Background: an optimization exercise with open tools, aiming at small area, a short achievable clock period and few clock cycles per item. Do not read the settings as production practice.
In this exercise RTL edits were held to simulation tests only and were not proved equivalent to the original.
Power figures rest on the tool's default switching activity, not on a simulated workload.

Setup of job 3240:
// l2_coh_top
module l2_coh_top #(
    parameter bit COMB_D = 1'b1    
) (
    input  logic                             clk_i,
    input  logic                             rst_ni,
    input  logic [43:0]                      a_req_i,
    input  logic                             a_valid_i,
    output logic                             a_ready_o,
    output logic [39:0]                      b_probe_o,
    output logic                             b_valid_o,
    input  logic                             b_ready_i,
    input  logic [2:0]                       c_opcode_i,
    input  logic [5:0]                       c_source_i,
    input  logic                             c_valid_i,
    output logic                             c_ready_o,
    output logic [11:0]                      d_grant_o,
    output logic                             d_valid_o,
    input  logic                             d_ready_i,
    input  logic                             e_valid_i
);
clock: 7.0 ns
lec_check: 0
cap_margin: 20
core_margin: 2
core_utilization: 40
place_density: 0.6
setup_slack_margin: 3.5
slew_margin: 20
run.sh (not shown) runs the stock make flow with config.mk's settings and CLKGATE_MAP_FILE= SYNTH_SCRIPT=/design/flow/synth_recipe.tcl, a recipe that flattens the netlist after the stock synthesis.
Testbench counts of job 3240, summed over its fixed seeds: cycles 23,845, items 8,000.
The inputs of job 2501 differ from those of job 3240 as listed below.
--- a/flow/design.v
+++ b/flow/design.v
@@ -207,22 +207,21 @@
     logic [1:0]  dest;
     logic [3:0]  b_oh, ack_oh, send_n, pend_n, send_d, pend_d;
     logic        probes_done;
     logic [3:0]  acc_tgt;
     logic [1:0]  st_n;
     logic        row_ok_d, lk_d;
     logic        ar_idle_q, ar_wait_q;    
     logic        bl_idle_q, bl_wait_q;    
     logic        bp_q;                    
     logic        gr_q;                    
-    logic        lv_any_q;                
-    logic [1:0]  lv_id_q;                 
+    logic [3:0]  lastv_q;                 
     assign wr_pend = (st_q == PROBE) || (st_q == GRANT);
     l2_dir_store i_l2_dir_store (
         .clk_i, .rst_ni,
         .rd_set_i (a_req_i[9:6]),
         .rd_tag_o (rd_tag), .rd_sh_o (rd_sh), .rd_own_o (rd_own),
         .wr_pend_i(wr_pend),
         .we_i     (d_fire),
         .wr_set_i (cur_set_q), .wr_way_i (cur_way_q),
         .wr_tag_i (cur_wtag_q), .wr_sh_i (cur_wsh_q), .wr_own_i (cur_wown_q)
     );
@@ -259,55 +258,54 @@
     assign b_oh      = b_fire ? (4'b0001 << dest) : 4'b0000;
     assign c_ready_o = 1'b1;
     assign ack_oh    = (c_valid_i && c_opcode_i == l2_coh_pkg::C_PROBE_ACK) ?
                        (4'b0001 << c_source_i[5:4]) : 4'b0000;
     assign send_n    = send_q & ~b_oh;
     assign pend_n    = pend_q & ~ack_oh;
     assign send_d    = load ? lk_targets : send_n;
     assign pend_d    = load ? lk_targets : pend_n;
     assign probes_done = (send_n == 4'b0000) && (pend_n == 4'b0000);
     assign d_valid_o = gr_q ||
-                       (COMB_D && lv_any_q && c_valid_i && c_opcode_i == l2_coh_pkg::C_PROBE_ACK &&
-                        c_source_i[5:4] == lv_id_q);
+                       (COMB_D && c_valid_i && c_opcode_i == l2_coh_pkg::C_PROBE_ACK &&
+                        lastv_q[c_source_i[5:4]]);
     assign d_grant_o = {cur_blk_q ? l2_coh_pkg::D_GRANT_DATA : l2_coh_pkg::D_GRANT,
                         cur_ntob_q ? l2_coh_pkg::CAP_TO_B : l2_coh_pkg::CAP_TO_T,
                         cur_src_q};
     assign d_fire    = d_valid_o && d_ready_i;
     assign acc_tgt = lk_q ? pend_q : lk_targets;
     always_ff @(posedge clk_i or negedge rst_ni) begin
         if (!rst_ni) begin
             st_q     <= IDLE;
             row_ok_q <= 1'b0;
             lk_q     <= 1'b0;
             send_q   <= '0;
             pend_q   <= '0;
             rr_q     <= '0;
             ar_idle_q <= 1'b0;
             ar_wait_q <= 1'b0;
             bl_idle_q <= 1'b0;
             bl_wait_q <= 1'b0;
             bp_q     <= 1'b0;
             gr_q     <= 1'b0;
-            lv_any_q <= 1'b0;
-            lv_id_q  <= '0;
+            lastv_q  <= '0;
         end else begin
             row_ok_q <= row_ok_d;
             lk_q     <= lk_d;
             ar_idle_q <= row_ok_d && st_n == IDLE;
             ar_wait_q <= row_ok_d && st_n == WAIT_E;
             bl_idle_q <= row_ok_d && st_n == IDLE && lk_d && send_d != 4'b0000;
             bl_wait_q <= row_ok_d && st_n == WAIT_E && lk_d && send_d != 4'b0000;
             bp_q     <= st_n == PROBE && send_d != 4'b0000;
             gr_q     <= st_n == GRANT;
-            lv_any_q <= st_n == PROBE && send_d == 4'b0000 &&
-                        (pend_d == 4'b0001 || pend_d == 4'b0010 || pend_d == 4'b0100 || pend_d == 4'b1000);
-            lv_id_q  <= {pend_d[3] | pend_d[2], pend_d[3] | pend_d[1]};
+            for (int k = 0; k < 4; k++) begin
+                lastv_q[k] <= st_n == PROBE && send_d == 4'b0000 && pend_d == (4'b0001 << k);
+            end
             send_q <= send_d;
             pend_q <= pend_d;
             if (d_fire && cur_evict_q) begin
                 rr_q <= rr_q + 2'd1;
             end
             st_q   <= st_n;
         end
     end
     always_comb begin
         st_n = st_q;
### Flow results
Job 2501: PASS, flow complete, no timing, DRC or antenna violations
Summary of job 2501 over job 3240: post-synthesis register bit count closely matched the old numbers, area added between synthesis and finish essentially unchanged, compound-cell area share of the yosys netlist barely changed, inverter count lost 72%, sum of met2 wire segment lengths after detailed routing moved up.
Mean area per synthesized cell, job 2501 vs job 3240: up slightly
Number of sequential storage elements: job 3240 vs job 2501, no meaningful difference
Job 3240 -> job 2501: routed metal-1 wire length decreased by a few percent
Per the comparison of job 2501 with job 3240, combinational logic power now smaller; final standard cell count with taps included and fillers excluded decreased about 1.7%.
The share of the clock period used by the worst path of job 2501 exceeds that of job 3240 by 1.3 points.
Going from job 3240 to job 2501, post-detailed-route count of antenna-violating nets has remained practically unchanged; final net count has decreased.
Testbench counts of job 2501, summed over its fixed seeds: cycles 23,845, items 8,000.

l2_coh_top, a different RTL version from the one above (not shown whole).
For scale: about 4500 cells after synthesis, about 120 I/O pins, ~76000 sq um of cells after synthesis.
clock: 7.0 ns
lec_check: 0
cap_margin: 20
core_margin: 2
core_utilization: 65
cts_cluster_diameter: 60
cts_cluster_size: 30
place_density: 0.75
setup_slack_margin: 3.45
slew_margin: 20
The starting point finished with timing, DRC and antenna clean.
Testbench counts at the start, summed over its fixed seeds: cycles 23,845, items 8,000.
Then changed:
--- a/flow/design.v
+++ b/flow/design.v
@@ -210,18 +210,19 @@
     logic [21:0] lk_ptag;
     logic        lk_popc, lk_ppar;
     logic [3:0]  lk_wsh;
     logic        lk_wown;
     logic        wr_pend;
     logic        a_fire, b_fire, d_fire;
     logic        load;
     logic [1:0]  dest;
     logic [3:0]  b_oh, ack_oh, send_n, pend_n, send_d, pend_d, lk_tgt_d, b_src;
+    logic [1:0]  dest_q;                  
     logic        probes_done;
     logic [3:0]  acc_tgt;
     logic [1:0]  st_n;
     logic        row_ok_d, lk_d;
     logic        ar_idle_q, ar_wait_q;    
     logic        bl_idle_q, bl_wait_q;    
     logic        bp_q;                    
     logic        gr_q;                    
     logic        lv_any_q;                
@@ -254,20 +255,19 @@
         .req_tag_i (rq_tag_q), .req_core_i (rq_src_q[5:4]),
         .ntob_i (rq_ntob_q), .perm_i (rq_perm_q),
         .way_o (lk_way), .evict_o (lk_evict), .targets_o (lk_targets),
         .ptag_o (lk_ptag), .popc_perm_o (lk_popc), .ppar_tob_o (lk_ppar),
         .wsh_o (lk_wsh), .wown_o (lk_wown)
     );
     assign a_ready_o = ar_idle_q || (ar_wait_q && e_valid_i);
     assign a_fire    = a_valid_i && a_ready_o;
     assign load = row_ok_q && !lk_q && ((st_q != PROBE) || (send_q == 4'b0000));
-    assign b_src     = (st_q == PROBE) ? send_q : lk_tgt_q;
-    assign dest      = b_src[0] ? 2'd0 : b_src[1] ? 2'd1 : b_src[2] ? 2'd2 : 2'd3;
+    assign dest      = dest_q;
     assign b_valid_o = bp_q || (a_valid_i && (bl_idle_q || (bl_wait_q && e_valid_i)));
     assign b_probe_o = {cur_popc_q ? l2_coh_pkg::B_PROBE_PERM : l2_coh_pkg::B_PROBE_BLOCK,
                         cur_ppar_q ? l2_coh_pkg::CAP_TO_B : l2_coh_pkg::CAP_TO_N,
                         cur_ptag_q, cur_set_q, 6'd0, dest};
     assign b_fire    = b_valid_o && b_ready_i;
     assign b_oh      = b_fire ? (4'b0001 << dest) : 4'b0000;
     assign c_ready_o = 1'b1;
     assign ack_oh    = (c_valid_i && c_opcode_i == l2_coh_pkg::C_PROBE_ACK) ?
                        (4'b0001 << c_source_i[5:4]) : 4'b0000;
@@ -338,18 +338,22 @@
             GRANT: begin
                 if (d_fire) st_n = e_valid_i ? IDLE : WAIT_E;
             end
             default: begin
                 if (a_fire)         st_n = (acc_tgt != 4'b0000) ? PROBE : GRANT;
                 else if (e_valid_i) st_n = IDLE;
             end
         endcase
     end
+    assign b_src    = (st_n == PROBE) ? send_d : lk_tgt_d;
+    always_ff @(posedge clk_i) begin
+        dest_q <= b_src[0] ? 2'd0 : b_src[1] ? 2'd1 : b_src[2] ? 2'd2 : 2'd3;
+    end
     assign row_ok_d = a_valid_i && !a_fire;
     assign lk_d     = !a_fire && (lk_q || load);
     always_ff @(posedge clk_i) begin
         if (a_fire) begin
             if (lk_q) begin
                 w_set_q   <= cur_set_q;
                 w_way_q   <= cur_way_q;
                 w_tag_q   <= cur_wtag_q;
                 w_sh_q    <= cur_wsh_q;
Setup slack got worse by 0.0096 ns.
Wire length is lower by 2.8%.
Cell area is lower by about 0.7%.
Non-clock buffer count came out lower by 20.
Flip-flop and latch count goes up by 2.
Final cell count goes down by about 1.7%.
Via count came out lower by about 2%.
Clock skew hardly moves.
Global-route usage came out lower by 0.95 points.
Register-to-register slack is worse by 0.13 ns.
Testbench counts after the change, summed over its fixed seeds: cycles 23,845, items 8,000.

l2_coh_top again, from the RTL that the note above started with.
clock: 7.0 ns
lec_check: 0
cap_margin: 20
core_margin: 2
core_utilization: 55
cts_cluster_diameter: 60
cts_cluster_size: 30
place_density: 0.7
setup_slack_margin: 3.4
slew_margin: 20
The starting point finished with timing, DRC and antenna clean.
Testbench counts at the start, summed over its fixed seeds: cycles 23,845, items 8,000.
Next try:
--- a/flow/design.v
+++ b/flow/design.v
@@ -212,14 +212,15 @@
     logic [3:0]  lk_wsh;
     logic        lk_wown;
     logic        wr_pend;
     logic        a_fire, b_fire, d_fire;
     logic        load;
     logic [1:0]  dest;
     logic [3:0]  b_oh, ack_oh, send_n, pend_n, send_d, pend_d, lk_tgt_d, b_src;
+    logic [1:0]  dest_q;                  
     logic        probes_done;
     logic [3:0]  acc_tgt;
     logic [1:0]  st_n;
     logic        row_ok_d, lk_d;
     logic        ar_idle_q, ar_wait_q;    
     logic        bl_idle_q, bl_wait_q;    
     logic        bp_q;                    
@@ -256,16 +257,15 @@
         .way_o (lk_way), .evict_o (lk_evict), .targets_o (lk_targets),
         .ptag_o (lk_ptag), .popc_perm_o (lk_popc), .ppar_tob_o (lk_ppar),
         .wsh_o (lk_wsh), .wown_o (lk_wown)
     );
     assign a_ready_o = ar_idle_q || (ar_wait_q && e_valid_i);
     assign a_fire    = a_valid_i && a_ready_o;
     assign load = row_ok_q && !lk_q && ((st_q != PROBE) || (send_q == 4'b0000));
-    assign b_src     = (st_q == PROBE) ? send_q : lk_tgt_q;
-    assign dest      = b_src[0] ? 2'd0 : b_src[1] ? 2'd1 : b_src[2] ? 2'd2 : 2'd3;
+    assign dest      = dest_q;
     assign b_valid_o = bp_q || (a_valid_i && (bl_idle_q || (bl_wait_q && e_valid_i)));
     assign b_probe_o = {cur_popc_q ? l2_coh_pkg::B_PROBE_PERM : l2_coh_pkg::B_PROBE_BLOCK,
                         cur_ppar_q ? l2_coh_pkg::CAP_TO_B : l2_coh_pkg::CAP_TO_N,
                         cur_ptag_q, cur_set_q, 6'd0, dest};
     assign b_fire    = b_valid_o && b_ready_i;
     assign b_oh      = b_fire ? (4'b0001 << dest) : 4'b0000;
     assign c_ready_o = 1'b1;
@@ -340,14 +340,18 @@
             end
             default: begin
                 if (a_fire)         st_n = (acc_tgt != 4'b0000) ? PROBE : GRANT;
                 else if (e_valid_i) st_n = IDLE;
             end
         endcase
     end
+    assign b_src    = (st_n == PROBE) ? send_d : lk_tgt_d;
+    always_ff @(posedge clk_i) begin
+        dest_q <= b_src[0] ? 2'd0 : b_src[1] ? 2'd1 : b_src[2] ? 2'd2 : 2'd3;
+    end
     assign row_ok_d = a_valid_i && !a_fire;
     assign lk_d     = !a_fire && (lk_q || load);
     always_ff @(posedge clk_i) begin
         if (a_fire) begin
             if (lk_q) begin
                 w_set_q   <= cur_set_q;
                 w_way_q   <= cur_way_q;
Utilization is lower by 0.26 points.
Die area is about the same.
Count of clock-buffer cells in the layout came out higher by 1.
Non-clock buffer count goes down by 24.
Sequential share of layout area increases by 0.35 points.
Worst setup slack got worse by 0.050 ns.
Area after synthesis is about the same.
Global-route usage shrinks by 0.79 points.
Final cell count shrinks slightly.
Routed wire length drops by a few percent.
Flip-flop and latch count rises by 2.
Final area came out lower slightly.
Hold slack barely changes.
Power drops slightly.
Testbench counts after the change, summed over its fixed seeds: cycles 23,845, items 8,000.

-- separate check: timing with driven ports --
How much do the figures lean on ideal ports? The routed layouts below were timed once more, with nothing changed but the port constraints.
Step 1 assumes that a clkbuf_16 drives the clock port and a buf_2 every other input.
Step 2 times the ports against the registers' clock, not the clock port: input delays grow and output delays shrink by t, the midpoint of the rising clock arrivals with the driver on.
a / b / c = ideal / step 1 / step 2; a / b = the first two.
run	shift t [ns]	setup slack, ns	worst hold slack (ns)	slew at the worst register clock pin (ns)	worst slew at a driven data input, ns
job 3240	0.922	3.377 / 3.337 / 2.583	0.404 / 0.404 / 0.404	0.07 / 0.07	0.05
job 2501	0.939	3.284 / 3.218 / 2.577	0.403 / 0.403 / 0.403	0.07 / 0.07	0.09
the first run of note 2	0.843	3.424 / 3.393 / 2.688	0.437 / 0.437 / 0.437	0.10 / 0.10	0.06
the second run of note 2	0.844	3.414 / 3.414 / 2.668	0.433 / 0.433 / 0.433	0.10 / 0.10	0.05
the first run of note 3	0.862	3.390 / 3.367 / 2.621	0.438 / 0.438 / 0.438	0.11 / 0.11	0.05
the second run of note 3	0.863	3.340 / 3.340 / 2.722	0.436 / 0.436 / 0.436	0.10 / 0.10	0.05
After both steps every run listed still meets setup and hold. For job 3240, which loses most, drivers alone change the setup slack by -0.040 ns; drivers and shift together by -0.794 ns.
